This design comes from an exercise in tuning for small area, a short achievable clock period and few clock cycles on the open sky130 flow, not from production work. At most, simulation tests tie the RTL to the original design; equivalence was not proved. The RTL of runs 1 to 3 was laid out without a check of its function. Power is estimated from default activity; no workload was simulated.

### design/flow/config.mk
export PLATFORM = sky130hd
export DESIGN_NAME = bitmove_top
export DESIGN_NICKNAME = bitmove_top
export VERILOG_FILES = /design/flow/design.v
export SDC_FILE = /design/flow/constraint.sdc
export NUM_CORES = 4
export LEC_CHECK = 0
export CAP_MARGIN = 20
export CORE_MARGIN = 2
export CORE_UTILIZATION = 40
export SETUP_SLACK_MARGIN = 3.0
export SLEW_MARGIN = 20
### design/flow/constraint.sdc
create_clock -name core_clock -period 8.0 [get_ports {clk}]
set_input_delay 1.6000 -clock core_clock [delete_from_list [all_inputs] [get_ports {clk}]]
set_output_delay 1.6000 -clock core_clock [all_outputs]
set_load 0.01 [all_outputs]
### design/flow/design.v
`timescale 1ns/100ps
package bitmove_pkg;
    localparam int WORD_W = 32;
    localparam int OFS_W  = 5;
    localparam int LEN_W  = 27;
    localparam int ADDR_W = 27;
    typedef logic [WORD_W-1:0] word_t;
    typedef logic [ADDR_W+OFS_W-1:0] bit_addr_t;
    typedef struct packed {
        word_t      data;
        logic [5:0] nbits;
    } chunk_t;
    typedef logic [1:0] reg_addr_t;
    localparam reg_addr_t REG_SRC  = 2'd0;
    localparam reg_addr_t REG_DST  = 2'd1;
    localparam reg_addr_t REG_LEN  = 2'd2;
    localparam reg_addr_t REG_CTRL = 2'd3;
endpackage
`timescale 1ns/100ps
`timescale 1ns/100ps
`timescale 1ns/100ps
`timescale 1ns/100ps
`timescale 1ns/100ps
`timescale 1ns/100ps
`timescale 1ns/100ps
module bitmove_top #(
    parameter int FIFO_DEPTH = 4
) (
    input  logic                           clk,
    input  logic                           arst_n,
    input  logic                           reg_sel,
    input  logic                           reg_write,
    input  bitmove_pkg::reg_addr_t         reg_addr,
    input  bitmove_pkg::word_t             reg_wdata,
    output bitmove_pkg::word_t             reg_rdata,
    output logic                           done,
    output logic                           mem_req,
    output logic                           mem_we,
    output logic [bitmove_pkg::ADDR_W-1:0] mem_addr,
    output bitmove_pkg::word_t             mem_wdata,
    input  logic                           mem_hold,
    input  bitmove_pkg::word_t             mem_rdata
);
    localparam logic [3:0] S_IDLE = 4'b0000;
    localparam logic [3:0] S_DONE = 4'b0001;
    localparam logic [3:0] S_BUB  = 4'b0010;
    localparam logic [3:0] S_PR   = 4'b1000;   
    localparam logic [3:0] S_R0   = 4'b1001;   
    localparam logic [3:0] S_XR   = 4'b1010;   
    localparam logic [3:0] S_O0   = 4'b1100;   
    localparam logic [3:0] S_XO   = 4'b1101;   
    localparam logic [3:0] S_WR   = 4'b1110;   
    logic [31:0] src_r;
    logic [31:0] dst_r;
    logic [26:0] len_r;
    logic [3:0]  state;
    logic [3:0]  nstate;
    logic [1:0]  at;       
    logic [26:0] sa;
    logic [26:0] da;
    logic [22:0] t;
    logic [31:0] P;
    logic [31:0] W;
    logic        busy;
    logic        wr_en;
    logic        go;
    logic        adv;
    assign busy  = state[3] | state[1];
    assign wr_en = reg_sel & reg_write & ~busy;
    assign go    = wr_en & (reg_addr == 2'd3) & reg_wdata[0];
    assign adv   = ~mem_hold;
    always_ff @(posedge clk) begin
        if (wr_en && reg_addr == 2'd0) src_r <= reg_wdata;
        if (wr_en && reg_addr == 2'd1) dst_r <= reg_wdata;
        if (wr_en && reg_addr == 2'd2) len_r <= reg_wdata[26:0];
    end
    always_comb begin
        case (reg_addr)
            2'd0:    reg_rdata = src_r;
            2'd1:    reg_rdata = dst_r;
            2'd2:    reg_rdata = {5'd0, len_r};
            default: reg_rdata = {31'd0, busy};
        endcase
    end
    logic [4:0]  soff, doff, llo, r, dend;
    logic [5:0]  vd, vs;
    logic [1:0]  cd, cs;
    logic        e, flush, lp;
    logic        last, sec, third;
    logic        thi_z, thi_o;
    logic [1:0]  tlo;
    logic [31:0] fmask, lmask, m;
    assign soff  = src_r[4:0];
    assign doff  = dst_r[4:0];
    assign llo   = len_r[4:0];
    assign r     = soff - doff;
    assign e     = soff < doff;
    assign vd    = {1'b0, llo} + {1'b0, doff};
    assign vs    = {1'b0, llo} + {1'b0, soff};
    assign cd    = {vd > 6'd32, (vd != 6'd0) && (vd <= 6'd32)};
    assign cs    = {vs > 6'd32, (vs != 6'd0) && (vs <= 6'd32)};
    assign flush = (cd == cs + {1'b0, e});
    assign dend  = vd[4:0];
    assign lp    = dend != 5'd0;
    assign thi_z = (t[22:2] == '0);
    assign thi_o = (t[22:2] == '1);
    assign tlo   = t[1:0];
    always_comb begin
        case (cd)
            2'd0: begin
                last  = thi_z & (tlo == 2'd1);
                sec   = thi_z & (tlo == 2'd2);
                third = thi_z & (tlo == 2'd3);
            end
            2'd1: begin
                last  = thi_z & (tlo == 2'd0);
                sec   = thi_z & (tlo == 2'd1);
                third = thi_z & (tlo == 2'd2);
            end
            default: begin
                last  = thi_o & (tlo == 2'd3);
                sec   = thi_z & (tlo == 2'd0);
                third = thi_z & (tlo == 2'd1);
            end
        endcase
    end
    assign fmask = ~((32'd1 << doff) - 32'd1);
    assign lmask = lp ? ((32'd1 << dend) - 32'd1) : '1;
    assign m     = (at == 2'd2 ? fmask : '1) & (last ? lmask : '1);
    logic need_o0;
    logic [3:0] after_start;
    logic [3:0] first_state;
    assign need_o0     = (doff != 5'd0) | (last & (lp | flush));
    assign after_start = (last | (sec & flush)) ? S_BUB : S_XR;
    assign first_state = !e ? S_PR : S_R0;
    always_comb begin
        nstate = state;
        case (state)
            S_IDLE, S_DONE: nstate = go ? first_state : S_IDLE;
            S_PR:  if (adv) nstate = (last & flush) ? S_O0 : S_R0;
            S_R0:  if (adv) nstate = need_o0 ? S_O0 : after_start;
            S_O0:  if (adv) nstate = after_start;
            S_XR:  if (adv) nstate = S_WR;
            S_XO:  if (adv) nstate = S_BUB;
            S_BUB: if (adv) nstate = S_WR;
            S_WR:  if (adv) nstate = last ? S_DONE
                                  : sec ? (lp ? S_XO : S_WR)
                                  : (third & flush) ? S_WR : S_XR;
            default: nstate = S_IDLE;
        endcase
    end
    always_ff @(posedge clk or negedge arst_n) begin
        if (!arst_n) begin
            state <= S_IDLE;
            at    <= 2'd0;
        end else begin
            state <= nstate;
            if (adv) begin
                if (state[3] & ~state[2])                 at <= 2'd1;
                else if (state == S_O0)                   at <= 2'd2;
                else if (state == S_XO)                   at <= 2'd3;
                else                                      at <= 2'd0;
            end
        end
    end
    logic        use_d;
    logic [26:0] inc;
    logic        acc;
    assign use_d    = state[2];
    assign mem_addr = use_d ? da : sa;
    assign inc      = mem_addr + 27'd1;
    assign acc      = state[3] & adv;
    always_ff @(posedge clk) begin
        if (go) begin
            sa <= src_r[31:5];
            da <= dst_r[31:5];
            t  <= {1'b0, len_r[26:5]};
        end else if (acc) begin
            if (!use_d) sa <= inc;
            if (state == S_WR) begin
                da <= inc;
                t  <= t - 23'd1;
            end
        end
    end
    logic        src_arr, old_arr, fe;
    logic [31:0] rot;
    logic [31:0] hm;
    logic [31:0] fun;
    assign src_arr = adv & (at == 2'd1);
    assign old_arr = adv & at[1];
    assign fe      = adv & flush & (((state == S_BUB) & last) | ((state == S_WR) & sec));
    always_comb begin
        rot = mem_rdata;
        for (int k = 0; k < 5; k++) begin
            if (r[k]) rot = (rot >> (1 << k)) | (rot << (32 - (1 << k)));
        end
    end
    assign hm      = ~('1 >> r);
    assign fun     = (hm & rot) | (~hm & P);
    always_ff @(posedge clk) begin
        if (src_arr) P <= rot;
        for (int i = 0; i < 32; i++) begin
            if (old_arr & ~m[i])        W[i] <= mem_rdata[i];
            else if (src_arr | fe)      W[i] <= fun[i];
        end
    end
    assign mem_req   = state[3];
    assign mem_we    = state[2] & state[1];
    assign mem_wdata = W;
    assign done      = (state == S_DONE);
endmodule
### design/flow/run.sh
#!/bin/bash
# synth_recipe.tcl (not shown) runs the flow's synth.tcl, then flattens the netlist and writes it again
# the make line also repeats each setting of config.mk as NAME=value (left out here)
make -C /OpenROAD-flow-scripts/flow DESIGN_CONFIG=/design/flow/config.mk WORK_HOME=/design/flow/orfs CLKGATE_MAP_FILE= SYNTH_SCRIPT=/design/flow/synth_recipe.tcl finish
==> flow_metrics.tcl, run 1 <==
set metrics [dict create \
    run_status "timing/DRC/antenna clean" \
    syn_avg_cell_area_sq_um 10.08 \
    ys_ff_latch 238 \
    die_x_um 199.9 \
    setup_ws_ns 3.098 \
    die_y_um 199.9 \
    max_slew_margin_pct 27.10 \
    dp_hpwl_mm 35.50 \
    rr_worst_depth 10 \
    antenna_found_initial 2 \
    ys_seq_area_share_pct 46.32 \
    grt_max_degree 54 \
    yosys.area_share.simple_pct 16.08 \
    final_cell_mix "nand2_1 (288), edfxtp_1 (231), clkdlybuf4s50_1 (162), o21ai_0 (123), mux2i_1 (111)" \
    cts_tree "built" \
    use_met2_pct 38.04 \
    routedWlPerCell_um 22.29 \
    power_leakage_nw 6.772 \
    reg2reg_from "dst_r[0]" \
    hold_class "flop to flop" \
    grt_pass1_vias 11898 \
    combPwrFrac_pct 31.6 \
    clk_latency_ns 0.56 \
    hold_start "t[22]" \
    ant_nets 0 \
    synth_nets 1620 \
    timing.fmax_mhz 204.0 \
    io_pins 165 \
    cts_sinks 238 \
    synth_compound_area_share_pct 13.24 \
    ir_drop_mv 0.1552 \
    hold_violations 0 \
    cp_max_fo 38 \
    grt-ovfl-total 0 \
    grt_use_met3_pct 3.763 \
    power.internal_w 0.002890 \
    worst_slew_pin_slew_ns 1.093 \
    end_kind "primary output" \
    finalSetupViolations 0 \
    placeableCoreArea_sq_mm 0.03776 \
    swShare_pct 31.34 \
    numCtsBuffers 27 \
    startpoint "reg_addr[0]" \
    drt_iter0_markers 1210 \
    fin_nets 1745 \
    min_period_ns 4.902 \
    n_fill_cell 3478 \
    yosysWarnings 1 \
    vias 12515 \
    synth_xor_area_share_pct 2.740 \
    drc 0 \
    worstPathRequired_ns 6.40 \
    cts-root-buf "clkbuf_16" \
    num_rows 71 \
    synth-edff-count 231 \
    fin_tns_setup_ns 0 \
    cts_htree_levels 1 \
    vias_per_cell 5.746 \
    grt_first_pass_wirelength_mm 72.23 \
    seqPwrFrac_pct 39.9 \
    clkSlewWorstSetupHoldPaths_ns 0.06 \
    initial_core_util_pct 40.64 \
    drive_above_1_share_pct 11.29 \
    p_sw_w 0.001319 \
    critPathArrivalTime_ns 3.30 \
    syn_area_sq_mm 0.01534 \
    hold_depth 2 \
    synth-async-reset-ratio_pct 2.521 \
    power_frac_clock_pct 28.4 \
    crit_type "primary input to primary output" \
    synth_cells 1522 \
    port-buffer-count 164 \
    fin_crit_sh_pct 61.28 \
    drt_pre_antenna_iters 5 \
    syn_to_final_growth_pct 20.13 \
    yosys.area_share.adder_pct 2.349 \
    gr-usage-met1_pct 33.52 \
    dp_cells 2125 \
    dieArea_sq_mm 0.03994 \
    grt.busiest_layer "met2" \
    clock_path_buffers 3 \
    fin_cells 2178 \
    synth_top_family_by_area "simple AND/OR/NAND/NOR gates" \
    ys.flop_type "edfxtp_1" \
    hold_buffers 0 \
    grt_use_total_pct 23.95 \
    dpl_worst_slack_ns 2.573 \
    synth_cell_types 82 \
    synth_mux_area_share_pct 15.95 \
    rsz0062_at_grt "false" \
    gp_congestion 0.9117 \
    wl_mm 48.56 \
    drv_slew 0 \
    drv_cap 0 \
    powerDensity_mw_per_mm2 228.4 \
    final_common_cell "nand2_1" \
    fin_skew_ns 0.02046 \
    worstSetupStartpointType "primary input" \
]
[power by group through the flow]
stage | registers [W] | clock network (W) | logic, W
5_1_grt | 0.00170 | 0.00126 | 0.00145
6_report | 0.00168 | 0.00120 | 0.00133
4_1_cts | 0.00168 | 0.00122 | 0.00133
3_5_place_dp | 0.00171 | 0 | 0.00132
3_3_place_gp | 0.00170 | 0 | 0.00130
2_1_floorplan | 0.00169 | 0 | 0.000800
[Yosys cell counts (9+ instances only)]
library cell | count | share of area, %
a31oi_1 | 11 | 0.45
mux2i_1 | 111 | 7.2
nand2_1 | 288 | 7.0
buf_2 | 20 | 0.65
o21ai_1 | 19 | 0.62
nand4_1 | 14 | 0.57
or3_1 | 9 | 0.37
buf_1 | 11 | 0.27
mux2_2 | 62 | 4.6
a21oi_1 | 50 | 1.6
mux2_1 | 12 | 0.88
inv_1 | 30 | 0.73
or2_2 | 10 | 0.41
clkbuf_1 | 61 | 1.5
nor3b_1 | 9 | 0.44
mux4_2 | 21 | 3.1
ha_1 | 24 | 2.0
and3_1 | 11 | 0.45
nor3_1 | 24 | 0.78
a21o_1 | 38 | 1.9
o21ai_0 | 124 | 4.0
o22ai_1 | 10 | 0.41
xor2_1 | 12 | 0.68
edfxtp_1 | 231 | 45
nor2_1 | 98 | 2.4
nand3_1 | 37 | 1.2
xnor2_1 | 36 | 2.1
[registers in the layout, summed over array words and instances (netlist names)]
signal	count
t	23
P	32
len_r	27
dst_r	32
sa	27
src_r	32
state	4
W	32
at	2
da	27
[stage by stage]
step	util, %	hold slack [ns]	power, W	area [sq um]
final	48.82	0.5139	0.004210	18430
after global routing	48.82	0.5544	0.004413	18430
after CTS	48.57	0.5133	0.004226	18340
after detailed placement	46.35	0.5040	0.003025	17500
after global placement	46.35	0.4852	0.003004	17500
after floorplan	-	0.4668	0.002491	15350
[worst paths after layout]
path / endpoint / slack [ns]
worst max-delay path: reg_rdata[1] / 3.10
worst min-delay path: t[22] / 0.51
worst max register to register: W[28] / 3.19
worst min register to register: t[22] / 0.51
max in group asynchronous: state[2] / 6.49
min in group asynchronous: state[0] / 1.28
[what timing repair did]
item | CTS | global route
gates cloned | 0 | 1
setup buffers | 0 | 2
setup endpoints to repair | 27 | 31
hold endpoints to repair | 0 | 0
resized for setup | 2 | 7
[layer usage]
metal | vias to the layer above | share of wire [%]
met1 | 6131 | 44
met2 | 451 | 46
met3 | 63 | 6.3
met4 | 0 | 3.0
met5 | - | 0
li1 | 5870 | -
[area by class of cell]
type	count	area (sq um)	area share [%]
multi-input cells	1159	7853	42.60
flip-flops and latches	238	7108	38.56
repair buffers	189	1881	10.20
clock buffers	35	705.7	3.828
well taps	511	639.4	3.469
clock inverters	12	121.4	0.6584
inverters	32	120.1	0.6516
diodes	2	5.005	0.02715
[cell families after synthesis]
logic type,count (synthesis)
XOR/XNOR,48
adder cells (fa/ha/maj),27
flip-flops,238
AO/OA/AOI/OAI,326
buffers and inverters,126
AND/OR/NAND/NOR,549
multiplexers,208
[critical path, stage by stage]
cell             delay, ns
buf_2                 0.09
buf_6                 0.43
mux2i_1               0.50
o21ai_0               0.16
clkdlybuf4s50_1       0.51
==> inputs of run 2 (changes only) <==
--- a/design/flow/config.mk
+++ b/design/flow/config.mk
@@ -8,5 +8,5 @@
 export CAP_MARGIN = 20
 export CORE_MARGIN = 2
 export CORE_UTILIZATION = 40
-export SETUP_SLACK_MARGIN = 3.0
+export SETUP_SLACK_MARGIN = 4.0
 export SLEW_MARGIN = 20
==> flow_metrics.tcl, run 2 <==
set metrics [dict create \
    run_status "timing/DRC/antenna clean" \
    finalSetupViolations 0 \
    ys_ff_latch 238 \
    dp_hpwl_mm 35.49 \
    hold_violations 0 \
    synth_cell_types 82 \
    cp_max_fo 6 \
    crit_type "primary input to primary output" \
    wl_mm 51.58 \
    cts_htree_levels 1 \
    ir_drop_mv 0.1684 \
    fin_hold_ws_ns 0.5160 \
    num_rows 71 \
    ant_nets 0 \
    stdcell_area_sq_mm 0.01950 \
    clock_path_buffers 3 \
    rsz0062_at_grt "true" \
    timing.fmax_mhz 232.3 \
    placed_cell_area_sq_mm 0.01752 \
    fin_tns_setup_ns 0 \
    dr_wl_met2_mm 23.87 \
    synth-async-reset-ratio_pct 2.521 \
    p_sw_w 0.001402 \
    yosysMostFrequentCell "nand2_1" \
    io_pins 165 \
    powerDensity_mw_per_mm2 226.7 \
    max_stage_delay_ns 0.21 \
    synth-edff-count 231 \
    antenna_found_initial 2 \
    combPwrFrac_pct 32.7 \
    yosysTopAreaCellShare_pct 45.21 \
    drive_above_1_share_pct 20.79 \
    drv_slew 0 \
    end_kind "primary output" \
    ys.flop_type "edfxtp_1" \
    drc 0 \
    grt_first_pass_wirelength_mm 75.70 \
    fin_nets 1812 \
    vias_per_cell 5.742 \
    power.internal_w 0.003019 \
    synth_nets 1620 \
    numCtsBuffers 28 \
    power_leakage_nw 7.363 \
    cts_sinks 238 \
    final_common_cell "nand2_1" \
    placeableCoreArea_sq_mm 0.03776 \
    grt_use_total_pct 25.36 \
    crit_family "buffers and inverters" \
    ys_seq_area_share_pct 46.32 \
    min_period_ns 4.306 \
    drt_pre_antenna_iters 5 \
    power_frac_clock_pct 28.9 \
    routed-wl-met3_mm 3.496 \
    cts-root-buf "clkbuf_16" \
    fin_util_pct 51.65 \
    die_x_um 199.9 \
    critPathBufInv 6 \
    port-buffer-count 164 \
    critPathArrivalTime_ns 2.71 \
    syn_area_sq_mm 0.01534 \
    wl_met1_mm 22.60 \
    cp_slowest_cell "nor2b_4" \
    synthTopCellsByCount "nand2_1 (288), edfxtp_1 (231), o21ai_0 (124)" \
    syn_to_final_growth_pct 27.10 \
    worstSetupStartpointType "primary input" \
    final_cell_mix "nand2_1 (264), edfxtp_1 (231), clkdlybuf4s50_1 (130), mux2i_1 (103), nor2_1 (94)" \
    hold_class "flop to flop" \
    worstPathRequired_ns 6.40 \
    path_cells "buf_12 -> buf_16 -> nor2b_4 -> buf_12 -> buf_16 -> buf_6 -> nand2_4 -> o21ai_2 -> buf_2" \
    fin_crit_sh_pct 53.82 \
    worst_slew_pin_slew_ns 1.035 \
    fin_skew_ns 0.02993 \
    swShare_pct 31.72 \
    initial_core_util_pct 40.64 \
    seqPwrFrac_pct 38.4 \
    cts_tree "built" \
    yosysWarnings 1 \
    yosys-top-cells-area "edfxtp_1 (45%), mux2i_1 (7.2%), nand2_1 (7.0%)" \
    grt_max_degree 105 \
    drv_cap 0 \
    grt-ovfl-total 0 \
    synth_cells 1522 \
    synth_area_leader_cell "edfxtp_1" \
    gp_congestion 0.9421 \
    syn_avg_cell_area_sq_um 10.08 \
    clk_latency_ns 0.57 \
    topRoutingLayerUsed "met5" \
    max_slew_margin_pct 31.03 \
    grt_pass1_vias 12392 \
    dieArea_sq_mm 0.03994 \
    clkSlewWorstSetupHoldPaths_ns 0.06 \
    die_y_um 199.9 \
    drt_iter0_markers 1173 \
    routedWlPerCell_um 22.93 \
    vias 12919 \
]
## run 2: final cells by class
| class | instances | area (sq um) |
|---|---|---|
| clock buffers | 31 | 711.9 |
| fillers | 3369 | 18250 |
| repair buffers | 256 | 2525 |
| well taps | 511 | 639.4 |
| diodes | 3 | 7.507 |
| clock inverters | 21 | 200.2 |
| flip-flops and latches | 238 | 7112 |
| inverters | 32 | 127.6 |
| multi-input cells | 1158 | 8178 |
## run 2: metrics by stage
step	worst slack, ns	total power (W)	cells
2_1_floorplan	3.922	0.002493	1522
3_3_place_gp	2.762	0.003014	2125
3_5_place_dp	2.735	0.003026	2125
4_1_cts	3.683	0.004376	2221
5_1_grt	3.662	0.004620	2247
6_report	3.694	0.004421	2250
## run 2: kinds of logic (layout without fill, tap and decap cells)
family | after synthesis | in the layout | synth area share, %
XOR/XNOR | 48 | 48 | 2.740
other | 0 | 3 | 0
AND/OR/NAND/NOR | 549 | 549 | 16.08
adder cells (fa/ha/maj) | 27 | 27 | 2.349
flip-flops | 238 | 238 | 46.32
buffers and inverters | 126 | 340 | 3.319
AO/OA/AOI/OAI | 326 | 326 | 13.24
multiplexers | 208 | 208 | 15.95
## run 2: what timing repair did
item                       in CTS  in global routing
setup endpoints to repair     123                 85
hold endpoints to repair        0                  0
setup buffers                  39                 24
resized for setup             201                 80
cloned                          5                  2
hold buffers                    0                  0
pin swaps                       4                 11
## run 2: final timing paths
path | from | cells after the start | endpoint | slack (ns)
hold reg to reg | t[22] | 2 | t[22] | 0.52
max in group asynchronous | arst_n | 1 | state[2] | 6.46
hold / removal | t[22] | 2 | t[22] | 0.52
setup reg to reg | len_r[0] | 12 | W[1] | 4.10
min in group asynchronous | arst_n | 1 | state[0] | 1.29
setup / recovery | reg_addr[0] | 9 | reg_rdata[12] | 3.69
## run 2: worst min-delay path: cells and delay by family (launching register included)
kind | cells | cell delay, ns
compound gates | 2 | 0.14
flops | 1 | 0.33
## run 2: metal layers
layer | up-vias | global-route usage, %
met5 | - | 0
met4 | 2 | 8.368
met3 | 90 | 3.847
met2 | 455 | 40.14
met1 | 6351 | 35.72
li1 | 6021 | -
## run 2: power groups by stage
| stage | logic, W | registers, W | clock network, W |
|---|---|---|---|
| floorplan | 0.000802 | 0.00169 | 0 |
| global placement | 0.00127 | 0.00174 | 0 |
| detailed placement | 0.00128 | 0.00175 | 0 |
| CTS | 0.00139 | 0.00170 | 0.00129 |
| global route | 0.00156 | 0.00171 | 0.00135 |
| finish | 0.00145 | 0.00170 | 0.00128 |
==> inputs of run 3 (changes only) <==
==> design/flow/flow/run.sh (new file) <==
#!/bin/bash
# Standard layout, with the smallest buffer on each port; timing repair
# upsizes the ports that need it.
set -euo pipefail
export BUFFER_PORTS_ARGS="-buffer_cell sky130_fd_sc_hd__buf_1"
bash standard.sh > standard.log 2>&1
==> design/flow/standard.sh (new file) <==
#!/bin/bash
# synth_recipe.tcl (not shown) runs the flow's synth.tcl, then flattens the netlist and writes it again
# the make line also repeats each setting of config.mk as NAME=value (left out here)
make -C /OpenROAD-flow-scripts/flow DESIGN_CONFIG=/design/flow/config.mk WORK_HOME=/design/flow/orfs CLKGATE_MAP_FILE= SYNTH_SCRIPT=/design/flow/synth_recipe.tcl "${@:-finish}"
--- a/design/flow/config.mk
+++ b/design/flow/config.mk
@@ -8,5 +8,5 @@
 export CAP_MARGIN = 20
 export CORE_MARGIN = 2
 export CORE_UTILIZATION = 40
-export SETUP_SLACK_MARGIN = 4.0
+export SETUP_SLACK_MARGIN = 3.0
 export SLEW_MARGIN = 20
removed: design/flow/run.sh
==> flow_metrics.tcl, run 3 <==
set metrics [dict create \
    synth_area_leader_cell "edfxtp_1" \
    drv_cap 0 \
    dp_cells 2125 \
    ys_seq_area_share_pct 46.32 \
    syn_avg_cell_area_sq_um 10.08 \
    p_sw_w 0.001351 \
    grt_use_met3_pct 3.394 \
    io_pins 165 \
    grt-ovfl-total 0 \
    grt_first_pass_wirelength_mm 71.88 \
    hold_depth 2 \
    routedWlPerCell_um 21.91 \
    drv_slew 0 \
    p_total_w 0.004197 \
    dieArea_sq_mm 0.03994 \
    ant_nets 0 \
    die_y_um 199.9 \
    cts_tree "built" \
    rr_worst_depth 12 \
    min_period_ns 4.821 \
    synth_cells 1522 \
    fin_tns_setup_ns 0 \
    power_frac_clock_pct 32.1 \
    fin_nets 1742 \
    hold_buffers 0 \
    synth_nets 1620 \
    antenna_found_initial 2 \
    powerDensity_mw_per_mm2 240.3 \
    gr-usage-met1_pct 33.21 \
    drt_iter0_markers 1115 \
    syn_to_final_growth_pct 13.83 \
    syn_area_sq_mm 0.01534 \
    cts_sinks 238 \
    max_slew_margin_pct 38.31 \
    yosysMostFrequentCell "nand2_1" \
    hold_class "flop to flop" \
    fin_cells 2177 \
    gp_congestion 0.9459 \
    yosysTopAreaCellShare_pct 45.21 \
    combPwrFrac_pct 27.8 \
    cts-root-buf "clkbuf_16" \
    ir_drop_mv 0.1688 \
    r2r_end "W[3]" \
    cts_htree_levels 1 \
    run_status "timing/DRC/antenna clean" \
    rsz0062_at_grt "false" \
    synth-async-reset-ratio_pct 2.521 \
    crit_type "primary input to primary output" \
    worst_slew_pin_slew_ns 0.9219 \
    critPathArrivalTime_ns 3.22 \
    clkSlewWorstSetupHoldPaths_ns 0.06 \
    power.internal_w 0.002847 \
    port-buffer-count 164 \
    ctsResizeCount 0 \
    reg2reg_from "dst_r[2]" \
    min_to "t[22]" \
    vias_per_cell 5.790 \
    worstPathRequired_ns 6.40 \
    num_rows 71 \
    timing.fmax_mhz 207.4 \
    ys.flop_type "edfxtp_1" \
    clock_path_buffers 3 \
    power_leakage_nw 6.357 \
    ys_ff_latch 238 \
    initial_core_util_pct 40.64 \
    synth-edff-count 231 \
    grt_max_degree 67 \
    n_fill_cell 3517 \
    vias 12604 \
    clk_latency_ns 0.59 \
    fin_skew_ns 0.04195 \
    synth_cell_types 82 \
    finalSetupViolations 0 \
    final_cell_mix "nand2_1 (288), edfxtp_1 (231), buf_1 (162), o21ai_0 (123), mux2i_1 (111)" \
    cp_max_fo 37 \
    drc 0 \
    fin_crit_sh_pct 60.26 \
    placeableCoreArea_sq_mm 0.03776 \
    swShare_pct 32.18 \
    drt_pre_antenna_iters 8 \
    numCtsBuffers 28 \
    final_common_cell "nand2_1" \
    grt_use_total_pct 23.67 \
    die_x_um 199.9 \
    hold_start "t[22]" \
    seqPwrFrac_pct 40.0 \
    grt.busiest_layer "met2" \
    worstSetupStartpointType "primary input" \
    drive_above_1_share_pct 11.53 \
    hold_violations 0 \
    yosys-top-cells-area "edfxtp_1 (45%), mux2i_1 (7.2%), nand2_1 (7.0%)" \
    synthTopCellsByCount "nand2_1 (288), edfxtp_1 (231), o21ai_0 (124)" \
    dp_hpwl_mm 34.72 \
    use_met2_pct 37.60 \
    r2r_slack_ns 3.40 \
    grt_pass1_vias 11872 \
    wl_mm 47.69 \
    postCtsSetupRepairBufs 0 \
    end_kind "primary output" \
    yosysWarnings 1 \
]
==> run 3: changes by cell type in the layout (fill, tap and decap cells not counted), sizes merged <==
cell / change
clkdlybuf4s50: -130
clkinv: -3
diode: -2
bufbuf: -1
clkbuf: -3
buf: +64
bufinv: +2
==> run 3: worst max path at each step <==
| stage | startpoint | end | cells after the start |
|---|---|---|---|
| 6_report | reg_addr[1] | reg_rdata[24] | 6 |
| 5_1_grt | reg_addr[1] | reg_rdata[24] | 6 |
| 4_1_cts | reg_addr[1] | reg_rdata[24] | 6 |
| 3_5_place_dp | reg_addr[1] | reg_rdata[24] | 6 |
| 3_3_place_gp | reg_addr[1] | reg_rdata[1] | 6 |
| 2_1_floorplan | reg_addr[0] | src_r[0] | 3 |
==> run 3: kinds of logic (layout without fill, tap and decap cells) <==
kind of cell	Yosys count	count (layout)	synth area share [%]
compound gates	326	326	13.24
xor+xnor	48	48	2.740
fa+ha+maj	27	27	2.349
buf+inv	126	269	3.319
flops	238	238	46.32
mux	208	208	15.95
other cells	0	1	0
simple gates	549	549	16.08
==> run 3: worst max-delay path, cell delays in order <==
cell	delay, ns
clkbuf_2	0.62
nor2b_2	0.27
buf_4	0.32
nand2_1	0.11
o21ai_0	0.10
buf_1	0.18
==> run 3: stage by stage <==
| stage | hold WS [ns] | util (%) | worst slack [ns] | cell area (sq um) |
|---|---|---|---|---|
| floorplan | 0.4668 | - | 3.133 | 15350 |
| global placement | 0.4866 | 43.65 | 3.283 | 16480 |
| detailed placement | 0.5042 | 43.65 | 3.170 | 16480 |
| CTS | 0.5116 | 46.23 | 3.167 | 17450 |
| global route | 0.5650 | 46.25 | 3.040 | 17460 |
| finish | 0.5095 | 46.26 | 3.179 | 17470 |
==> run 3: power by group through the flow <==
stage / combinational, W / clock [W] / sequential [W]
6_report: 0.00117 / 0.00135 / 0.00168
5_1_grt: 0.00129 / 0.00142 / 0.00170
4_1_cts: 0.00116 / 0.00137 / 0.00168
3_5_place_dp: 0.00115 / 0 / 0.00171
3_3_place_gp: 0.00114 / 0 / 0.00170
2_1_floorplan: 0.000800 / 0 / 0.00169
==> run 3: routing by layer <==
layer  part of all wire, %  vias to the layer above
li1                      -                     5850
met1                    44                     6208
met2                    47                      467
met3                   6.0                       77
met4                   3.2                        2
met5                 0.027                        -
==> run 3: area by class of cell <==
type                       instances  area [sq um]  area share [%]
clock inverter                    20         261.5           1.497
clock buffer                      31         711.9           4.076
sequential                       238          7108           40.70
multi-input combinational       1158          7839           44.88
antenna                            1         2.502         0.01433
timing repair buffer             186         783.3           4.485
inverter                          32         120.1          0.6877
tap                              511         639.4           3.661
==> inputs of run 4 (changes only) <==
--- a/design/flow/design.v
+++ b/design/flow/design.v
@@ -184,25 +184,26 @@
         end
     end
     logic        src_arr, old_arr, fe;
+    logic [4:0]  rr;
     logic [31:0] rot;
     logic [31:0] hm;
     logic [31:0] fun;
     assign src_arr = adv & (at == 2'd1);
     assign old_arr = adv & at[1];
     assign fe      = adv & flush & (((state == S_BUB) & last) | ((state == S_WR) & sec));
+    assign rr      = at[1] ? 5'd0 : r;
     always_comb begin
         rot = mem_rdata;
         for (int k = 0; k < 5; k++) begin
-            if (r[k]) rot = (rot >> (1 << k)) | (rot << (32 - (1 << k)));
-        end
-    end
-    assign hm      = ~('1 >> r);
+            if (rr[k]) rot = (rot >> (1 << k)) | (rot << (32 - (1 << k)));
+        end
+    end
+    assign hm      = at[1] ? ~m : ~('1 >> r);
     assign fun     = (hm & rot) | (~hm & P);
     always_ff @(posedge clk) begin
         if (src_arr) P <= rot;
         for (int i = 0; i < 32; i++) begin
-            if (old_arr & ~m[i])        W[i] <= mem_rdata[i];
-            else if (src_arr | fe)      W[i] <= fun[i];
+            if ((old_arr & ~m[i]) | src_arr | fe) W[i] <= fun[i];
         end
     end
     assign mem_req   = state[3];
--- a/design/flow/config.mk
+++ b/design/flow/config.mk
@@ -8,5 +8,5 @@
 export CAP_MARGIN = 20
 export CORE_MARGIN = 2
 export CORE_UTILIZATION = 40
-export SETUP_SLACK_MARGIN = 3.0
+export SETUP_SLACK_MARGIN = 4.5
 export SLEW_MARGIN = 20
==> flow_metrics.tcl, run 4 <==
set metrics [dict create \
    r2r_slack_ns 4.14 \
    ir_drop_mv 0.2182 \
    cp_max_fo 6 \
    final_common_cell "edfxtp_1" \
    syn_area_sq_mm 0.01522 \
    combPwrFrac_pct 40.4 \
    min_period_ns 4.186 \
    run_status "timing/DRC/antenna clean" \
    timing.fmax_mhz 238.9 \
    io_pins 165 \
    max_stage_delay_ns 0.16 \
    n_fill_cell 3254 \
    synth-async-reset-ratio_pct 2.521 \
    vias 13743 \
    grt_max_degree 55 \
    syn_to_final_growth_pct 33.65 \
    critPathArrivalTime_ns 2.59 \
    synth_cells 1539 \
    fin_skew_ns 0.01607 \
    initial_core_util_pct 40.50 \
    p_sw_w 0.001836 \
    p_total_w 0.005097 \
    fin_nets 1908 \
    ant_nets 0 \
    grt_use_total_pct 25.84 \
    synth_area_leader_cell "edfxtp_1" \
    routedWlPerCell_um 22.78 \
    rsz0062_at_grt "true" \
    placed_cell_area_sq_mm 0.01668 \
    drc 0 \
    fin_hold_ws_ns 0.5301 \
    max_slew_margin_pct 33.09 \
    yosysTopAreaCellShare_pct 45.58 \
    vias_per_cell 5.868 \
    yosys-top-cells-area "edfxtp_1 (46%), mux2i_1 (9.3%), nand2_1 (6.1%)" \
    cts-root-buf "clkbuf_16" \
    cp_slowest_cell "buf_6" \
    worstPathRequired_ns 6.40 \
    drt_iter0_markers 1212 \
    die_y_um 199.0 \
    synth-edff-count 231 \
    ys_seq_area_share_pct 46.70 \
    yosysWarnings 1 \
    cts_tree "built" \
    cts_sinks 238 \
    fin_cells 2342 \
    dp_cells 2137 \
    ys_ff_latch 238 \
    grt-ovfl-total 0 \
    clk_latency_ns 0.57 \
    port-buffer-count 164 \
    wl_mm 53.34 \
    end_kind "primary output" \
    worst_slew_pin_slew_ns 1.002 \
    clock_path_buffers 3 \
    gp_congestion 0.9224 \
    power.internal_w 0.003261 \
    drive_above_1_share_pct 30.91 \
    hold_depth 1 \
    grt_pass1_vias 13048 \
    powerDensity_mw_per_mm2 250.6 \
    fin_tns_setup_ns 0 \
    antenna_found_initial 1 \
    rr_worst_depth 19 \
    crit_type "primary input to primary output" \
    syn_avg_cell_area_sq_um 9.888 \
    worstSetupStartpointType "primary input" \
    yosysMostFrequentCell "nand2_1" \
    power_frac_clock_pct 24.8 \
    drv_slew 0 \
    clkSlewWorstSetupHoldPaths_ns 0.06 \
    swShare_pct 36.02 \
    hold_start "P[27]" \
    seqPwrFrac_pct 34.9 \
    synthTopCellsByCount "nand2_1 (247), edfxtp_1 (231), mux2i_1 (142)" \
    min_to "W[27]" \
    r2r_end "W[6]" \
    antenna_cells 0 \
    reg2reg_from "len_r[0]" \
    die_x_um 199.0 \
    fin_crit_sh_pct 52.33 \
    drt_pre_antenna_iters 5 \
    num_rows 71 \
    hold_class "flop to flop" \
    dieArea_sq_mm 0.03962 \
    placeableCoreArea_sq_mm 0.03758 \
    path_cells "clkbuf_16 -> buf_12 -> nor2b_4 -> buf_6 -> buf_16 -> nand2_2 -> o21ai_2 -> buf_2" \
    final_cell_mix "edfxtp_1 (231), nand2_1 (206), mux2i_1 (129), buf_1 (126), buf_4 (105)" \
    synth_nets 1637 \
    cts_htree_levels 1 \
    ys.flop_type "edfxtp_1" \
    drv_cap 0 \
    stdcell_area_sq_mm 0.02034 \
    finalSetupViolations 0 \
    dp_hpwl_mm 34.62 \
    synth_cell_types 78 \
    numCtsBuffers 28 \
    grt_first_pass_wirelength_mm 77.63 \
    hold_violations 0 \
    power_leakage_nw 7.677 \
]
==> run 4: changes by cell type after synthesis, sizes merged, moves of 11 or more <==
cell and change:
nor2 +12, mux2i +31, nand2 -41, nor3 +11, a21oi +36, o21ai -15, buf -11, clkbuf +14
mux4 -20
==> run 4: worst max-delay path, delay by kind of cell <==
kind                   cells  cell delay (ns)
buffers and inverters      5             0.72
AOI/OAI and AO/OA          1             0.06
and+or+nand+nor            2             0.20
==> run 4: layer usage <==
layer | share of wire, % | wire length (um) | GRT usage, %
met5 | 0.024 | 13 | 0
met4 | 3.7 | 1947 | 9.812
met3 | 7.1 | 3792 | 3.917
met2 | 48 | 25810 | 43.52
met1 | 41 | 21780 | 33.50
==> run 4: cell type report <==
class / count / area (sq um) / area share, %
tap: 511 / 639.4 / 3.144
timing repair buffer: 329 / 2449 / 12.04
clock buffer: 31 / 711.9 / 3.500
sequential: 238 / 7117 / 34.99
clock inverter: 20 / 196.4 / 0.9659
multi-input combinational: 1179 / 9076 / 44.63
inverter: 34 / 148.9 / 0.7321
==> run 4: per-stage QoR <==
stage	util [%]	worst slack, ns
after global placement	44.39	3.195
after CTS	51.61	3.815
final	54.12	3.814
after floorplan	-	4.103
after global routing	54.12	3.774
after detailed placement	44.39	3.024
==> run 4: how the worst max path moves through the flow <==
stage,from,endpoint,cells past startpoint
final,reg_addr[0],reg_rdata[23],8
after global routing,reg_addr[0],reg_rdata[23],8
after CTS,reg_addr[0],reg_rdata[26],8
after detailed placement,dst_r[1],W[10],16
after global placement,dst_r[0],W[10],17
after floorplan,reg_addr[0],reg_rdata[3],6
==> run 4: power groups by stage <==
stage | logic, W | clock network (W) | registers, W
3_5_place_dp | 0.00164 | 0 | 0.00182
5_1_grt | 0.00221 | 0.00132 | 0.00179
2_1_floorplan | 0.00123 | 0 | 0.00174
4_1_cts | 0.00189 | 0.00128 | 0.00177
3_3_place_gp | 0.00162 | 0 | 0.00181
6_report | 0.00206 | 0.00126 | 0.00178
==> run 4: logic make-up (layout without fill, tap and decap cells) <==
group | count (synthesis) | count (layout) | share of synthesized area (%)
adder cells (fa/ha/maj) | 27 | 27 | 2.368
buffers and inverters | 131 | 414 | 3.379
AO/OA/AOI/OAI | 366 | 367 | 15.00
flip-flops | 238 | 238 | 46.70
XOR/XNOR | 49 | 49 | 2.820
multiplexers | 214 | 214 | 14.74
AND/OR/NAND/NOR | 514 | 522 | 14.99
==> run 4: repair_timing <==
item	CTS	global route
hold buffers	0	0
cloned	12	5
pin swaps	59	56
setup buffers	94	43
resized for setup	194	145
endpoints found under the setup margin	291	131
Testbench counts of run 4, summed over its fixed seeds: cycles 9,457.
==> inputs of run 5 (changes only) <==
--- a/design/flow/config.mk
+++ b/design/flow/config.mk
@@ -8,5 +8,5 @@
 export CAP_MARGIN = 20
 export CORE_MARGIN = 2
 export CORE_UTILIZATION = 40
-export SETUP_SLACK_MARGIN = 4.5
+export SETUP_SLACK_MARGIN = 4.0
 export SLEW_MARGIN = 20
==> flow_metrics.tcl, run 5 <==
set metrics [dict create \
    run_status "timing/DRC/antenna clean" \
    drt_pre_antenna_iters 5 \
    path_cells "clkbuf_16 -> buf_12 -> nor2b_4 -> buf_12 -> buf_12 -> buf_16 -> nand2_4 -> o21ai_2 -> buf_2" \
    fin_skew_ns 0.01334 \
    ys_ff_latch 238 \
    synth-edff-count 231 \
    die_y_um 199.0 \
    seqPwrFrac_pct 36.8 \
    routedWlPerCell_um 21.87 \
    fin_crit_sh_pct 52.96 \
    synthTopCellsByCount "nand2_1 (247), edfxtp_1 (231), mux2i_1 (142)" \
    yosysWarnings 1 \
    synth_nets 1637 \
    clock_path_buffers 3 \
    grt-ovfl-total 0 \
    ir_drop_mv 0.1764 \
    vias 12937 \
    dieArea_sq_mm 0.03962 \
    cp_common_cell "buf_12" \
    drc 0 \
    placeableCoreArea_sq_mm 0.03758 \
    worst_slew_pin_slew_ns 1.053 \
    timing.fmax_mhz 236.0 \
    hold_buffers 0 \
    grt_max_degree 102 \
    critPathBufInv 6 \
    min_period_ns 4.237 \
    synth_area_leader_cell "edfxtp_1" \
    grt_use_total_pct 24.32 \
    drv_slew 0 \
    fin_hold_ws_ns 0.5320 \
    max_slew_margin_pct 29.67 \
    max_stage_delay_ns 0.14 \
    rr_worst_depth 12 \
    hold_violations 0 \
    syn_avg_cell_area_sq_um 9.888 \
    crit_family "buffers and inverters" \
    drv_cap 0 \
    worstSetupStartpointType "primary input" \
    critPathArrivalTime_ns 2.64 \
    synth-async-reset-ratio_pct 2.521 \
    r2r_slack_ns 4.09 \
    yosys-top-cells-area "edfxtp_1 (46%), mux2i_1 (9.3%), nand2_1 (6.1%)" \
    gp_congestion 0.9084 \
    drive_above_1_share_pct 19.74 \
    p_sw_w 0.001718 \
    cp.depth 9 \
    syn_area_sq_mm 0.01522 \
    cp_max_fo 6 \
    swShare_pct 35.67 \
    syn_to_final_growth_pct 21.99 \
    cts_htree_levels 1 \
    ant_nets 0 \
    io_pins 165 \
    combPwrFrac_pct 36.2 \
    crit_type "primary input to primary output" \
    cts_sinks 238 \
    end_kind "primary output" \
    final_cell_mix "edfxtp_1 (231), nand2_1 (231), mux2i_1 (136), buf_1 (130), nor2_1 (103)" \
    n_fill_cell 3527 \
    cp-endpoint "reg_rdata[24]" \
    num_rows 71 \
    powerDensity_mw_per_mm2 259.5 \
    power.internal_w 0.003099 \
    worstPathRequired_ns 6.40 \
    clkSlewWorstSetupHoldPaths_ns 0.06 \
    antenna_found_initial 3 \
    rsz0062_at_grt "true" \
    yosysMostFrequentCell "nand2_1" \
    fin_tns_setup_ns 0 \
    power_frac_clock_pct 27.0 \
    cp_slowest_cell "buf_12" \
    hold_class "flop to flop" \
    wl_mm 49.33 \
    cts-root-buf "clkbuf_16" \
    finalSetupViolations 0 \
    synth_cells 1539 \
    synth_cell_types 78 \
    drt_iter0_markers 1116 \
    cts_tree "built" \
    startpoint "reg_addr[1]" \
    clk_latency_ns 0.56 \
    vias_per_cell 5.734 \
    r2r_end "W[2]" \
    grt_first_pass_wirelength_mm 73.60 \
    yosysTopAreaCellShare_pct 45.58 \
    grt_pass1_vias 12450 \
    initial_core_util_pct 40.50 \
    dp_hpwl_mm 33.39 \
    ys_seq_area_share_pct 46.70 \
    port-buffer-count 164 \
    ys.flop_type "edfxtp_1" \
    fin_nets 1820 \
    seq_area_sq_mm 0.007112 \
    reg2reg_from "dst_r[1]" \
    power_leakage_nw 6.981 \
    numCtsBuffers 27 \
    multiInputGateArea_sq_mm 0.008142 \
    die_x_um 199.0 \
]
[run 5: timing repair]
item                       4_1_cts  5_1_grt
resized for setup              116       42
pin swaps                       19       17
buffers inserted                34       20
cloned                           8        1
hold endpoints to repair         0        0
setup endpoints to repair      106      100
[run 5: stage by stage]
step / cell area, sq um / setup WS, ns / std cells / util (%) / power, W
floorplan: 15360 / 3.966 / 1539 / - / 0.002919
global placement: 16430 / 2.734 / 2140 / 43.72 / 0.003404
detailed placement: 16430 / 2.545 / 2140 / 43.72 / 0.003425
CTS: 18220 / 3.764 / 2232 / 48.48 / 0.004795
global route: 18560 / 3.726 / 2254 / 49.39 / 0.005052
finish: 18560 / 3.763 / 2256 / 49.40 / 0.004817
[run 5: cells by family after synthesis]
group | share of synthesized area [%]
buffers and inverters | 3.379
AO/OA/AOI/OAI | 15.00
XOR/XNOR | 2.820
AND/OR/NAND/NOR | 14.99
flip-flops | 46.70
adder cells (fa/ha/maj) | 2.368
multiplexers | 14.74
[run 5: worst min-delay path by stage]
stage / from / endpoint / cells after the start
floorplan: P[17] / W[17] / 1
global placement: P[2] / W[2] / 1
detailed placement: P[2] / W[2] / 1
CTS: P[4] / W[4] / 1
global route: P[2] / W[2] / 1
finish: P[4] / W[4] / 1
[run 5: final cells by class]
type | count | area share, %
diodes | 2 | 0.02696
clock buffers | 33 | 3.977
clock inverters | 17 | 1.072
inverters | 34 | 0.7010
multi-input cells | 1174 | 43.86
flip-flops and latches | 238 | 38.31
well taps | 511 | 3.444
repair buffers | 247 | 8.607
[run 5: power by group through the flow]
stage / clock, W / combinational, W / sequential [W]
finish: 0.00130 / 0.00174 / 0.00177
global route: 0.00136 / 0.00190 / 0.00180
CTS: 0.00132 / 0.00171 / 0.00177
detailed placement: 0 / 0.00163 / 0.00180
global placement: 0 / 0.00161 / 0.00180
floorplan: 0 / 0.00118 / 0.00174
[run 5: metal layers]
layer | GRT usage [%] | routed length, um | vias up
li1 | - | - | 6066
met1 | 31.34 | 20450 | 6268
met2 | 40.77 | 23510 | 503
met3 | 4.357 | 3471 | 100
met4 | 9.066 | 1894 | 0
met5 | 0 | 0 | -
==> inputs of run 6 (changes only) <==
--- a/design/flow/design.v
+++ b/design/flow/design.v
@@ -184,26 +184,18 @@
         end
     end
     logic        src_arr, old_arr, fe;
-    logic [4:0]  rr;
-    logic [31:0] rot;
-    logic [31:0] hm;
+    logic [63:0] pair;
     logic [31:0] fun;
     assign src_arr = adv & (at == 2'd1);
     assign old_arr = adv & at[1];
     assign fe      = adv & flush & (((state == S_BUB) & last) | ((state == S_WR) & sec));
-    assign rr      = at[1] ? 5'd0 : r;
-    always_comb begin
-        rot = mem_rdata;
-        for (int k = 0; k < 5; k++) begin
-            if (rr[k]) rot = (rot >> (1 << k)) | (rot << (32 - (1 << k)));
-        end
-    end
-    assign hm      = at[1] ? ~m : ~('1 >> r);
-    assign fun     = (hm & rot) | (~hm & P);
+    assign pair    = {mem_rdata, P} >> r;
+    assign fun     = pair[31:0];
     always_ff @(posedge clk) begin
-        if (src_arr) P <= rot;
+        if (src_arr) P <= mem_rdata;
         for (int i = 0; i < 32; i++) begin
-            if ((old_arr & ~m[i]) | src_arr | fe) W[i] <= fun[i];
+            if (old_arr & ~m[i])        W[i] <= mem_rdata[i];
+            else if (src_arr | fe)      W[i] <= fun[i];
         end
     end
     assign mem_req   = state[3];
==> design/flow/run.sh (new file) <==
#!/bin/bash
# synth_recipe.tcl (not shown) runs the flow's synth.tcl, then flattens the netlist and writes it again
# the make line also repeats each setting of config.mk as NAME=value (left out here)
make -C /OpenROAD-flow-scripts/flow DESIGN_CONFIG=/design/flow/config.mk WORK_HOME=/design/flow/orfs CLKGATE_MAP_FILE= SYNTH_SCRIPT=/design/flow/synth_recipe.tcl finish
--- a/design/flow/config.mk
+++ b/design/flow/config.mk
@@ -8,5 +8,4 @@
 export CAP_MARGIN = 20
 export CORE_MARGIN = 2
 export CORE_UTILIZATION = 40
-export SETUP_SLACK_MARGIN = 4.0
 export SLEW_MARGIN = 20
removed: design/flow/flow/run.sh
removed: design/flow/standard.sh
==> flow_metrics.tcl, run 6 <==
set metrics [dict create \
    run_status "timing/DRC/antenna clean" \
    stdcell_area_sq_mm 0.01862 \
    grt_use_total_pct 24.23 \
    syn_to_final_growth_pct 19.12 \
    multiInputGateArea_sq_mm 0.008046 \
    seq_area_sq_mm 0.007108 \
    synth_cell_types 79 \
    cp_max_fo 23 \
    dp_cells 2249 \
    ys_seq_area_share_pct 45.48 \
    powerDensity_mw_per_mm2 233.4 \
    postCtsSetupRepairBufs 0 \
    synth_cells 1648 \
    drv_cap 0 \
    p_total_w 0.004344 \
    drt_iter0_markers 1293 \
    r2r_end "W[30]" \
    min_period_ns 5.329 \
    cts-root-buf "clkbuf_16" \
    worstPathRequired_ns 6.40 \
    fin_cells 2300 \
    clkSlewWorstSetupHoldPaths_ns 0.06 \
    n_fill_cell 3638 \
    yosysMostFrequentCell "nand2_1" \
    drive_above_1_share_pct 9.147 \
    critPathArrivalTime_ns 3.73 \
    drt_pre_antenna_iters 7 \
    grt_max_degree 109 \
    fin_tns_setup_ns 0 \
    yosysTopAreaCellShare_pct 44.39 \
    grt_first_pass_wirelength_mm 76.33 \
    min_to "sa[22]" \
    fin_skew_ns 0.04799 \
    reg2reg_from "dst_r[2]" \
    die_x_um 201.7 \
    end_kind "primary output" \
    cts_sinks 238 \
    syn_avg_cell_area_sq_um 9.483 \
    numCtsBuffers 28 \
    path_cells "clkdlybuf4s50_1 -> nor2b_2 -> buf_4 -> nand2_1 -> o21ai_0 -> clkdlybuf4s50_1" \
    synth-async-reset-ratio_pct 2.521 \
    clk_latency_ns 0.59 \
    routedWlPerCell_um 21.91 \
    syn_area_sq_mm 0.01563 \
    yosysWarnings 1 \
    hold_violations 0 \
    synth-edff-count 231 \
    antenna_cells 0 \
    gp_congestion 0.9071 \
    cp_common_cell "clkdlybuf4s50_1" \
    ys.flop_type "edfxtp_1" \
    ctsResizeCount 0 \
    synth_area_leader_cell "edfxtp_1" \
    timing.fmax_mhz 187.7 \
    antenna_found_initial 0 \
    grt_pass1_vias 12675 \
    hold_class "flop to flop" \
    crit_type "primary input to primary output" \
    rr_worst_depth 16 \
    cts_htree_levels 1 \
    dieArea_sq_mm 0.04067 \
    port-buffer-count 164 \
    power_leakage_nw 6.817 \
    wl_mm 50.39 \
    clock_path_buffers 3 \
    dpl_worst_slack_ns 2.639 \
    final_common_cell "nand2_1" \
    finalSetupViolations 0 \
    vias 13242 \
    placed_cell_area_sq_mm 0.01777 \
    cp_slowest_cell "clkdlybuf4s50_1" \
    initial_core_util_pct 40.44 \
    crit_family "buffers and inverters" \
    drv_slew 0 \
    synth_nets 1746 \
    worstSetupStartpointType "primary input" \
    dp_hpwl_mm 37.03 \
    fin_crit_sh_pct 66.61 \
    setup_ws_ns 2.671 \
    worst_slew_pin_slew_ns 1.064 \
    yosys-top-cells-area "edfxtp_1 (44%), mux2i_1 (7.9%), nand2_1 (7.0%)" \
    final_cell_mix "nand2_1 (291), edfxtp_1 (231), clkdlybuf4s50_1 (163), o21ai_0 (158), nor2_1 (139)" \
    max_stage_delay_ns 0.75 \
    ir_drop_mv 0.1667 \
    ys_ff_latch 238 \
    drc 0 \
    hold_depth 2 \
    hold_start "src_r[27]" \
    num_rows 72 \
    cts_tree "built" \
    vias_per_cell 5.757 \
    grt-ovfl-total 0 \
    hold_buffers 0 \
    io_pins 165 \
    die_y_um 201.7 \
    ant_nets 0 \
    synthTopCellsByCount "nand2_1 (291), edfxtp_1 (231), o21ai_0 (160)" \
    rsz0062_at_grt "false" \
    max_slew_margin_pct 29.04 \
    fin_nets 1859 \
    critPathBufInv 3 \
    r2r_slack_ns 2.96 \
    placeableCoreArea_sq_mm 0.03865 \
]
-- run 6: tightest hold or removal path: stages, from the launching register on --
cell	delay, ns
edfxtp_1	0.34
nand2_1	0.05
nand2_1	0.05
-- run 6: metrics by stage --
stage	utilization, %	hold WS, ns
after floorplan	-	0.5057
after global placement	45.98	0.5300
after detailed placement	45.98	0.5342
after CTS	48.17	0.5494
after global routing	48.17	0.5673
final	48.17	0.5479
-- run 6: cell type report --
type	instances	share of cell area, %
repair buffers	190	9.840
clock buffers	31	3.824
multi-input cells	1267	43.22
flip-flops and latches	238	38.18
clock inverters	20	0.7192
inverters	36	0.7259
well taps	518	3.482
-- run 6: logic make-up after synthesis --
group	count (synthesis)	share of synthesized area, %
simple gates	600	16.97
flops	238	45.48
fa+ha+maj	27	2.306
compound gates	405	15.98
buf+inv	143	3.667
xor+xnor	53	2.970
mux	182	12.63
-- run 6: worst max-delay path by stage --
| stage | slack (ns) | end | cells past startpoint | from |
|---|---|---|---|---|
| detailed placement | 2.64 | reg_rdata[26] | 6 | reg_addr[1] |
| CTS | 2.63 | reg_rdata[17] | 6 | reg_addr[1] |
| finish | 2.67 | reg_rdata[17] | 6 | reg_addr[1] |
| floorplan | 2.21 | da[0] | 2 | mem_hold |
| global placement | 2.70 | reg_rdata[24] | 6 | reg_addr[1] |
| global route | 2.46 | reg_rdata[17] | 6 | reg_addr[1] |
-- run 6: layer usage --
layer  global-route usage [%]  vias up  part of all wire [%]
met1                    32.50     6388                    43
met5                        0        -                     0
met4                    8.193        0                   3.4
met3                    3.677       82                   6.8
met2                    40.10      533                    47
li1                         -     6239                     -
-- run 6: report_power, final --
part | internal [W] | leakage, nW | switching [W] | total (W)
Clock | 0.000645 | 0.414 | 0.000537 | 0.00118
Sequential | 0.00159 | 2.19 | 0.000111 | 0.00170
Combinational | 0.000634 | 4.21 | 0.000832 | 0.00147
Testbench counts of run 6, summed over its fixed seeds: cycles 9,457.
==> inputs of run 7 (changes only) <==
--- a/design/flow/design.v
+++ b/design/flow/design.v
@@ -184,18 +184,26 @@
         end
     end
     logic        src_arr, old_arr, fe;
-    logic [63:0] pair;
+    logic [4:0]  rr;
+    logic [31:0] rot;
+    logic [31:0] hm;
     logic [31:0] fun;
     assign src_arr = adv & (at == 2'd1);
     assign old_arr = adv & at[1];
     assign fe      = adv & flush & (((state == S_BUB) & last) | ((state == S_WR) & sec));
-    assign pair    = {mem_rdata, P} >> r;
-    assign fun     = pair[31:0];
+    assign rr      = at[1] ? 5'd0 : r;
+    always_comb begin
+        rot = mem_rdata;
+        for (int k = 0; k < 5; k++) begin
+            if (rr[k]) rot = (rot >> (1 << k)) | (rot << (32 - (1 << k)));
+        end
+    end
+    assign hm      = at[1] ? ~m : ~('1 >> r);
+    assign fun     = (hm & rot) | (~hm & P);
     always_ff @(posedge clk) begin
-        if (src_arr) P <= mem_rdata;
+        if (src_arr) P <= rot;
         for (int i = 0; i < 32; i++) begin
-            if (old_arr & ~m[i])        W[i] <= mem_rdata[i];
-            else if (src_arr | fe)      W[i] <= fun[i];
+            if ((old_arr & ~m[i]) | src_arr | fe) W[i] <= fun[i];
         end
     end
     assign mem_req   = state[3];
==> design/flow/flow/run.sh (new file) <==
#!/bin/bash
# The standard layout with two changes:
#  - synthesis maps logic with an area-oriented ABC script and plain gates
#    for adders (registers are mapped as in the standard synthesis);
#  - each port gets the smallest buffer; timing repair upsizes where needed.
set -euo pipefail
here=$(pwd)
{ head -n 1 synth_recipe.tcl; cat flow/abc_area.tcl; tail -n +2 synth_recipe.tcl; } > own_synth.tcl
sed "s|$here/synth_recipe.tcl|$here/own_synth.tcl|" standard.sh > own_standard.sh
grep -q own_synth.tcl own_standard.sh
export OWN_ABC_SCRIPT='+strash;&get,-n;&st;&syn2;&dch;&nf,-a,-R,1000;&st;&syn2;&dch;&nf,-a,-R,1000;&put;dnsize'
export ADDER_MAP_FILE=
export BUFFER_PORTS_ARGS="-buffer_cell sky130_fd_sc_hd__buf_1"
bash own_standard.sh > standard.log 2>&1
==> design/flow/flow/abc_area.tcl (new file) <==
# Sourced into the synthesis script after its first line: ORFS's abc call is
# redirected to an area-oriented mapping script (flops are mapped before abc,
# so the registers are those of the standard synthesis).
proc abc {args} {
  set i [lsearch -exact $args -script]
  if {$i >= 0} { set args [lreplace $args $i [expr {$i + 1}] -script $::env(OWN_ABC_SCRIPT)] }
  set j [lsearch -exact $args -D]
  if {$j >= 0} { set args [lreplace $args $j [expr {$j + 1}]] }
  yosys abc {*}$args
}
==> design/flow/standard.sh (new file) <==
#!/bin/bash
# synth_recipe.tcl (not shown) runs the flow's synth.tcl, then flattens the netlist and writes it again
# the make line also repeats each setting of config.mk as NAME=value (left out here)
make -C /OpenROAD-flow-scripts/flow DESIGN_CONFIG=/design/flow/config.mk WORK_HOME=/design/flow/orfs CLKGATE_MAP_FILE= SYNTH_SCRIPT=/design/flow/synth_recipe.tcl "${@:-finish}"
--- a/design/flow/config.mk
+++ b/design/flow/config.mk
@@ -7,5 +7,6 @@
 export LEC_CHECK = 0
 export CAP_MARGIN = 20
 export CORE_MARGIN = 2
-export CORE_UTILIZATION = 40
+export CORE_UTILIZATION = 60
+export SETUP_SLACK_MARGIN = 4.0
 export SLEW_MARGIN = 20
removed: design/flow/run.sh
==> flow_metrics.tcl, run 7 <==
set metrics [dict create \
    fin_nets 1591 \
    routedWlPerCell_um 22.49 \
    clkSlewWorstSetupHoldPaths_ns 0.06 \
    clk_latency_ns 0.54 \
    vias 11620 \
    rr_worst_depth 17 \
    vias_per_cell 6.371 \
    antenna_found_initial 0 \
    stdcell_area_sq_mm 0.01680 \
    clock_path_buffers 3 \
    r2r_end "W[16]" \
    fin_skew_ns 0.01157 \
    yosys-top-cells-area "edfxtp_1 (51%), mux2i_1 (11%), mux2_1 (5.7%)" \
    timing.fmax_mhz 239.0 \
    max_slew_margin_pct 26.55 \
    critPathArrivalTime_ns 2.58 \
    worstPathRequired_ns 6.40 \
    power_leakage_nw 6.392 \
    initial_core_util_pct 60.44 \
    synthTopCellsByCount "edfxtp_1 (231), mux2i_1 (148), nor2_1 (141)" \
    end_kind "primary output" \
    synth_nets 1320 \
    port-buffer-count 164 \
    syn_to_final_growth_pct 23.95 \
    syn_area_sq_mm 0.01356 \
    cts-root-buf "clkbuf_16" \
    hold_violations 0 \
    startpoint "reg_addr[0]" \
    r2r_slack_ns 4.04 \
    numCtsBuffers 25 \
    drive_above_1_share_pct 15.79 \
    fin_util_pct 74.91 \
    ant_nets 0 \
    ys_seq_area_share_pct 52.42 \
    num_rows 55 \
    drt_pre_antenna_iters 7 \
    run_status "timing/DRC/antenna clean" \
    dp_hpwl_mm 25.75 \
    drv_cap 0 \
    ys_ff_latch 238 \
    ir_drop_mv 0.2394 \
    yosysTopAreaCellShare_pct 51.16 \
    synth-edff-count 231 \
    cp_max_fo 7 \
    die_x_um 154.3 \
    yosysWarnings 1 \
    io_pins 165 \
    min_period_ns 4.184 \
    die_y_um 154.3 \
    rsz0062_at_grt "true" \
    final_cell_mix "edfxtp_1 (231), mux2i_1 (145), buf_1 (133), nor2_1 (130), nand2_1 (112)" \
    hold_depth 1 \
    grt_max_degree 66 \
    crit_type "primary input to primary output" \
    dp_cells 1714 \
    synth_area_leader_cell "edfxtp_1" \
    drv_slew 0 \
    syn_avg_cell_area_sq_um 10.86 \
    cts_htree_levels 1 \
    finalSetupViolations 0 \
    drt_iter0_markers 1046 \
    fin_tns_setup_ns 0 \
    ys.flop_type "edfxtp_1" \
    reg2reg_from "len_r[1]" \
    yosysMostFrequentCell "edfxtp_1" \
    hold_buffers 0 \
    fin_cells 1824 \
    fin_crit_sh_pct 52.29 \
    gp_congestion 1.063 \
    synth-async-reset-ratio_pct 2.521 \
    synth_cell_types 47 \
    placed_cell_area_sq_mm 0.01481 \
    synth_cells 1249 \
    worstSetupStartpointType "primary input" \
    drc 0 \
    cp-endpoint "reg_rdata[23]" \
    placeableCoreArea_sq_mm 0.02243 \
    setup_ws_ns 3.816 \
    cts_sinks 238 \
    hold_class "flop to flop" \
    grt_use_total_pct 32.28 \
    dpl_worst_slack_ns 3.023 \
    grt_pass1_vias 10862 \
    n_fill_cell 1592 \
    dieArea_sq_mm 0.02381 \
    worst_slew_pin_slew_ns 1.099 \
    powerDensity_mw_per_mm2 263.5 \
    grt_first_pass_wirelength_mm 59.67 \
    cts_tree "built" \
    antenna_cells 0 \
    final_common_cell "edfxtp_1" \
    wl_mm 41.02 \
    grt-ovfl-total 0 \
]
## run 7: timing repair
item | CTS | global route
buffers inserted | 19 | 29
gates resized for setup | 89 | 80
cloned | 8 | 8
setup endpoints to repair | 126 | 100
hold endpoints to repair | 0 | 0
pin swaps | 8 | 33
## run 7: how the worst min path moves through the flow
| stage | from | end |
|---|---|---|
| 2_1_floorplan | at[0] | at[0] |
| 3_3_place_gp | P[28] | W[28] |
| 3_5_place_dp | P[22] | W[22] |
| 4_1_cts | P[28] | W[28] |
| 5_1_grt | P[28] | W[28] |
| 6_report | P[21] | W[21] |
## run 7: cell families (layout without fill, tap and decap cells)
logic type,count (synthesis),count (layout),synth area share (%)
buffers and inverters,15,301,0.4153
AO/OA/AOI/OAI,341,341,14.99
AND/OR/NAND/NOR,404,408,13.29
adder cells (fa/ha/maj),4,4,0.2953
multiplexers,217,217,16.66
flip-flops,238,238,52.42
XOR/XNOR,30,30,1.938
## run 7: routing by layer
metal	vias up	part of all wire (%)	global-route usage, %
met3	112	7.7	4.371
li1	5339	-	-
met5	-	0	0
met2	596	49	55.58
met1	5573	38	41.01
met4	0	5.0	14.59
## run 7: layout make-up
class | instances | area, sq um | share of cell area, %
inverters | 15 | 65.06 | 0.3872
repair buffers | 240 | 1543 | 9.180
clock inverters | 15 | 161.4 | 0.9605
multi-input cells | 1000 | 6923 | 41.20
clock buffers | 31 | 648.1 | 3.857
well taps | 285 | 356.6 | 2.122
flip-flops and latches | 238 | 7108 | 42.30
## run 7: metrics by stage
stage | total power [W] | hold WS [ns]
after detailed placement | 0.003098 | 0.5184
after floorplan | 0.002667 | 0.4877
after global placement | 0.003072 | 0.5097
final | 0.004428 | 0.5309
after CTS | 0.004356 | 0.5325
after global routing | 0.004618 | 0.5444
## run 7: power by group
group / switching, W / total, W / internal [W] / leakage, nW
combinational: 0.000922 / 0.00153 / 0.000605 / 3.81
clock: 0.000484 / 0.00116 / 0.000674 / 0.388
sequential: 0.0000853 / 0.00174 / 0.00166 / 2.20
total: 0.00149 / 0.00443 / 0.00294 / 6.39
## run 7: critical path, stage by stage
cell       delay (ns)
clkbuf_16        0.13
buf_12           0.14
nor2b_4          0.15
buf_6            0.12
buf_12           0.14
nand2_1          0.07
o21ai_2          0.07
buf_2            0.15
Testbench counts of run 7, summed over its fixed seeds: cycles 9,457.
==> inputs of run 8 (changes only) <==
--- a/design/flow/config.mk
+++ b/design/flow/config.mk
@@ -7,6 +7,6 @@
 export LEC_CHECK = 0
 export CAP_MARGIN = 20
 export CORE_MARGIN = 2
-export CORE_UTILIZATION = 60
+export CORE_UTILIZATION = 40
 export SETUP_SLACK_MARGIN = 4.0
 export SLEW_MARGIN = 20
==> flow_metrics.tcl, run 8 <==
set metrics [dict create \
    hold_class "flop to flop" \
    yosysTopAreaCellShare_pct 51.16 \
    drv_slew 0 \
    fin_cells 1966 \
    die_x_um 188.1 \
    dp_hpwl_mm 27.21 \
    grt_max_degree 66 \
    grt_use_total_pct 22.86 \
    fin_skew_ns 0.01827 \
    cts_htree_levels 1 \
    synth_top_family_by_area "multiplexers" \
    yosysWarnings 1 \
    synth_xor_area_share_pct 1.938 \
    synth_cell_types 47 \
    final_cell_mix "edfxtp_1 (231), buf_1 (132), nand2_1 (130), mux2i_1 (129), nor2_1 (129)" \
    grt-ovfl-total 0 \
    synth_mux_area_share_pct 16.66 \
    drive_above_1_share_pct 14.76 \
    die_y_um 188.1 \
    grt_pass1_vias 10975 \
    clkSlewWorstSetupHoldPaths_ns 0.05 \
    fin_util_pct 50.82 \
    grt_first_pass_wirelength_mm 63.20 \
    synth_cells 1249 \
    finalSetupViolations 0 \
    ys.flop_type "edfxtp_1" \
    drc 0 \
    final_common_cell "edfxtp_1" \
    syn_avg_cell_area_sq_um 10.86 \
    rr_worst_depth 13 \
    dp_cells 1878 \
    dpl_worst_slack_ns 2.841 \
    cp_max_fo 8 \
    synth-edff-count 231 \
    fin_nets 1572 \
    syn_area_sq_mm 0.01356 \
    placeableCoreArea_sq_mm 0.03345 \
    vias_per_cell 5.693 \
    ir_drop_mv 0.1815 \
    hold_violations 0 \
    port-buffer-count 164 \
    yosys.area_share.simple_pct 13.29 \
    run_status "timing/DRC/antenna clean" \
    max_slew_margin_pct 29.30 \
    ys_ff_latch 238 \
    startpoint "reg_addr[0]" \
    synthTopCellsByCount "edfxtp_1 (231), mux2i_1 (148), nor2_1 (141)" \
    synth_nets 1320 \
    dieArea_sq_mm 0.03538 \
    io_pins 165 \
    synth_compound_area_share_pct 14.99 \
    n_fill_cell 3051 \
    worst_slew_pin_slew_ns 1.059 \
    reg2reg_from "dst_r[2]" \
    seq_area_sq_mm 0.007108 \
    cts_tree "built" \
    yosysMostFrequentCell "edfxtp_1" \
    powerDensity_mw_per_mm2 256.8 \
    ant_nets 0 \
    synth_area_leader_cell "edfxtp_1" \
    critPathArrivalTime_ns 2.48 \
    p_total_w 0.004365 \
    min_period_ns 4.085 \
    fin_crit_sh_pct 51.06 \
    rsz0062_at_grt "true" \
    cp-endpoint "reg_rdata[4]" \
    vias 11192 \
    worstPathRequired_ns 6.40 \
    drt_iter0_markers 941 \
    crit_type "primary input to primary output" \
    drv_cap 0 \
]
## run 8: repair_timing
action | CTS | global route
pin swaps | 4 | 14
endpoints found under the setup margin | 136 | 88
gates cloned | 9 | 2
hold endpoints to repair | 0 | 0
gates resized for setup | 103 | 89
buffers inserted | 11 | 18
## run 8: through the flow
step	hold WS, ns	area (sq um)
final	0.5344	17000
after global routing	0.5582	17000
after CTS	0.5317	16450
after detailed placement	0.5119	15020
after global placement	0.5047	15020
after floorplan	0.4877	13660
## run 8: worst max-delay path: stages
cell and delay [ns]:
clkbuf_16 0.19, buf_16 0.18, mux2i_4 0.20, o21ai_1 0.17, buf_2 0.15
## run 8: routing by layer
layer  vias to the layer above  share of wire (%)  GRT usage [%]  wire [um]
met1                      5450                 43          29.83      18010
met4                         0                2.9          7.511       1234
met5                         -                  0              0          0
li1                       5302                  -              -          -
met3                        70                4.8          3.032       2015
met2                       370                 49          39.27      20600
## run 8: how the worst min path moves through the flow
| stage | cells past startpoint | end | slack, ns | start |
|---|---|---|---|---|
| 2_1_floorplan | 2 | at[0] | 0.49 | at[0] |
| 5_1_grt | 1 | W[1] | 0.56 | P[1] |
| 3_5_place_dp | 1 | W[24] | 0.51 | P[24] |
| 3_3_place_gp | 1 | W[28] | 0.50 | P[28] |
| 4_1_cts | 1 | W[28] | 0.53 | P[28] |
| 6_report | 1 | W[25] | 0.53 | P[25] |
## run 8: kinds of logic after synthesis
kind of cell	after synthesis
AO/OA/AOI/OAI	341
XOR/XNOR	30
adder cells (fa/ha/maj)	4
buffers and inverters	15
flip-flops	238
multiplexers	217
AND/OR/NAND/NOR	404
## run 8: final cells by class
type                            count  share of cell area [%]
Timing Repair Buffer              221                   8.376
Tap cell                          448                   3.298
Clock buffer                       35                   4.151
Multi-Input combinational cell    998                   41.53
Sequential cell                   238                   41.82
Clock inverter                     11                  0.4269
Inverter                           15                  0.4048
## run 8: where the power goes
| group | switching [W] | total, W | leakage, nW | internal, W |
|---|---|---|---|---|
| clock | 0.000505 | 0.00113 | 0.380 | 0.000621 |
| sequential | 0.0000858 | 0.00174 | 2.20 | 0.00166 |
| combinational | 0.000905 | 0.00150 | 3.69 | 0.000592 |

Re-timed with assumed drivers on the ports (clkbuf_16 on the clock, buf_2 on other inputs), run 8 has 3.809 ns of setup slack against 3.915 ns with ideal ports, and 3.761 ns once port delays also move by the mid clock arrival of 0.605 ns.
